This design comes from an exercise in tuning for small area, a short achievable clock period and few clock cycles on the open sky130 flow, not from production work. The RTL was checked by simulation tests, not by an equivalence proof against the original design. No activity file was given, so power comes from the tool's default toggle rates.

Design wasm_module_stream_parser, start of the top module:
module wasm_module_stream_parser #(
  parameter int LENGTH_BITS = wmsp_pkg::LENGTH_BITS_DEF
) (
  input  logic        clk,
  input  logic        rst_n,
  input  logic        in_valid,
  output logic        in_ready,
  input  logic [7:0]  in_data,
  output logic        out_valid,
  input  logic        out_ready,
  output logic [3:0]  out_event,
  output logic [7:0]  out_section_id,
  output logic [31:0] out_entry_index,
  output logic [7:0]  out_kind,
  output logic [63:0] out_value,
  output logic        out_last,
  input  logic        cfg_valid,
  output logic        cfg_ready,
  input  logic [31:0] cfg_module_length
);
  typedef enum logic [4:0] {
    S_DONE   = 5'b00000, S_HDR    = 5'b00001, S_SECID  = 5'b00010, S_SKIP   = 5'b00011,
    S_TFORM  = 5'b00100, S_TPAR   = 5'b00101, S_TRES   = 5'b00110, S_ENAME  = 5'b00111,
    S_LTYPE  = 5'b01000, S_CBYTE  = 5'b01001, S_EKIND  = 5'b01010, S_SKIPT  = 5'b01011,
    S_SECSIZE = 5'b10000, S_COUNT = 5'b10001, S_TNPAR  = 5'b10010, S_TNRES  = 5'b10011,
    S_FIDX   = 5'b10100, S_ELEN   = 5'b10101, S_EIDX   = 5'b10110, S_CSIZE  = 5'b10111,
    S_LCOUNT = 5'b11000, S_LN     = 5'b11001
  } st_t;
  localparam logic [3:0] X_NONE = 4'b0000, X_T = 4'b0001, X_F = 4'b0010, X_X = 4'b0100, X_B = 4'b1000;
  localparam logic [1:0] V_HOLD = 2'd0, V_LEB = 2'd1, V_HDR = 2'd2, V_ZERO = 2'd3;
  logic        ib_v, ib1_v;
  logic [7:0]  ib_d, ib1_d;
  logic        cfg_pend_r, pend_end_r;
  logic        ov_r, olast_r, osec_r;
  logic [3:0]  oev_r;
  logic [3:0]  osel_r;
  logic [7:0]  okind_r;
  logic [63:0] oval_r;
  st_t         st_r;
  logic [8:0]  tk_r;                 
  logic        acc_nz_r, acc_hi_r;   
  logic [31:0] mlen_r;
  logic [31:0] rem_r, mrest_r, srest_r;
  logic        at_lim;               
  logic [31:0] ent_r, items_r;
  logic [7:0]  sec_r;
  logic [31:0] tl_r, fl_r, bl_r, x_r;
  logic        x_inc_r, bl_xtra_r;
  logic out_free, proc, work;
  assign out_free  = !ov_r || out_ready;
  assign in_ready  = !ib1_v;
  assign cfg_ready = !ib_v && !ib1_v;
  assign proc      = ib_v && out_free && !cfg_pend_r;
  ...
For scale: about 450 flip-flops, roughly 27,000 µm² of cells after synthesis.
Settings: LEC_CHECK=0, CAP_MARGIN=20, CORE_MARGIN=2, CORE_UTILIZATION=40, SLEW_MARGIN=20; clock period 13.5 ns.
standard.sh (not shown) runs the stock make flow with config.mk's settings and CLKGATE_MAP_FILE= SYNTH_SCRIPT=/design/flow/synth_recipe.tcl, a recipe that flattens the netlist after the stock synthesis.
==> flow/flow/run.sh <==
#!/bin/bash
# Layout flow: the standard flow (standard synthesis, floorplan, power
# grid, placement, CTS, routing), with these changes to how cells are chosen:
#  - every input and output port still gets its own buffer, but a plain
#    sky130_fd_sc_hd__buf_1 instead of the default delay buffer;
#  - clock tree synthesis uses clkbuf_4 buffers and inserts no dummy loads;
#  - timing repair aims for 9 ns of setup slack at the (unchanged) clock
#    period, so that it works on paths that already meet it.
# The constraints (constraint.sdc, clock period) are the standard flow's, unchanged.
# All of the make output goes to flow.log in this folder; each ORFS step
# also writes its own log under orfs/logs/.
set -euo pipefail
cd "$(dirname "$0")/.."
export BUFFER_PORTS_ARGS="-buffer_cell sky130_fd_sc_hd__buf_1"
export SETUP_SLACK_MARGIN=9
export CTS_ARGS="-sink_clustering_enable -repair_clock_nets -dont_use_dummy_load -buf_list sky130_fd_sc_hd__clkbuf_4"
if ! bash standard.sh finish > flow.log 2>&1; then
  tail -n 40 flow.log
  exit 1
fi
The first run finished with timing, DRC and antenna clean.
Testbench counts at the start, summed over its fixed seeds: cycles 31,454.
Next try:
--- a/flow/flow/run.sh
+++ b/flow/flow/run.sh
@@ -5,4 +5,4 @@
 #    sky130_fd_sc_hd__buf_1 instead of the default delay buffer;
-#  - clock tree synthesis uses clkbuf_4 buffers and inserts no dummy loads;
-#  - timing repair aims for 9 ns of setup slack at the (unchanged) clock
+#  - clock tree synthesis uses clkbuf_8 buffers and inserts no dummy loads;
+#  - timing repair aims for 9.5 ns of setup slack at the (unchanged) clock
 #    period, so that it works on paths that already meet it.
@@ -14,4 +14,4 @@
 export BUFFER_PORTS_ARGS="-buffer_cell sky130_fd_sc_hd__buf_1"
-export SETUP_SLACK_MARGIN=9
-export CTS_ARGS="-sink_clustering_enable -repair_clock_nets -dont_use_dummy_load -buf_list sky130_fd_sc_hd__clkbuf_4"
+export SETUP_SLACK_MARGIN=9.5
+export CTS_ARGS="-sink_clustering_enable -repair_clock_nets -dont_use_dummy_load -buf_list sky130_fd_sc_hd__clkbuf_8"
 if ! bash standard.sh finish > flow.log 2>&1; then
=> Wire length is higher by 3.7%; total power increases by 4.2%; setup slack is better by 0.27 ns; die area does not change; register-to-register slack is better by 0.36 ns; cell area came out higher by 4.9%; first-iteration DRC count climbs by 12%.

-- port drivers added, routing unchanged --
How much do the figures lean on ideal ports? The routed layouts below were timed once more, with nothing changed but the port constraints.
Step 1 (the two cells are an assumption about what drives the block):
set clk [get_ports {clk}]
set_driving_cell -lib_cell sky130_fd_sc_hd__clkbuf_16 $clk
set_driving_cell -lib_cell sky130_fd_sc_hd__buf_2 [delete_from_list [all_inputs] $clk]
Step 2 also shifts input and output timing later by t, the mid clock arrival at the registers, as if the neighbouring blocks saw the same clock.
Slacks: ideal ports / drivers / drivers and shift; pairs: ideal ports / drivers.
run	t, ns	setup WS [ns]	worst setup path at the end	worst register clock-pin slew, ns
the first run	0.943	8.756 / 8.701 / 8.508	input to register	0.07 / 0.07
the second run	0.700	9.027 / 8.969 / 8.916	input to register	0.06 / 0.06
After both steps setup and hold are still met in every run listed. The setup slack of the first run, which loses most, moves by -0.055 ns with the drivers and by -0.248 ns with both steps.
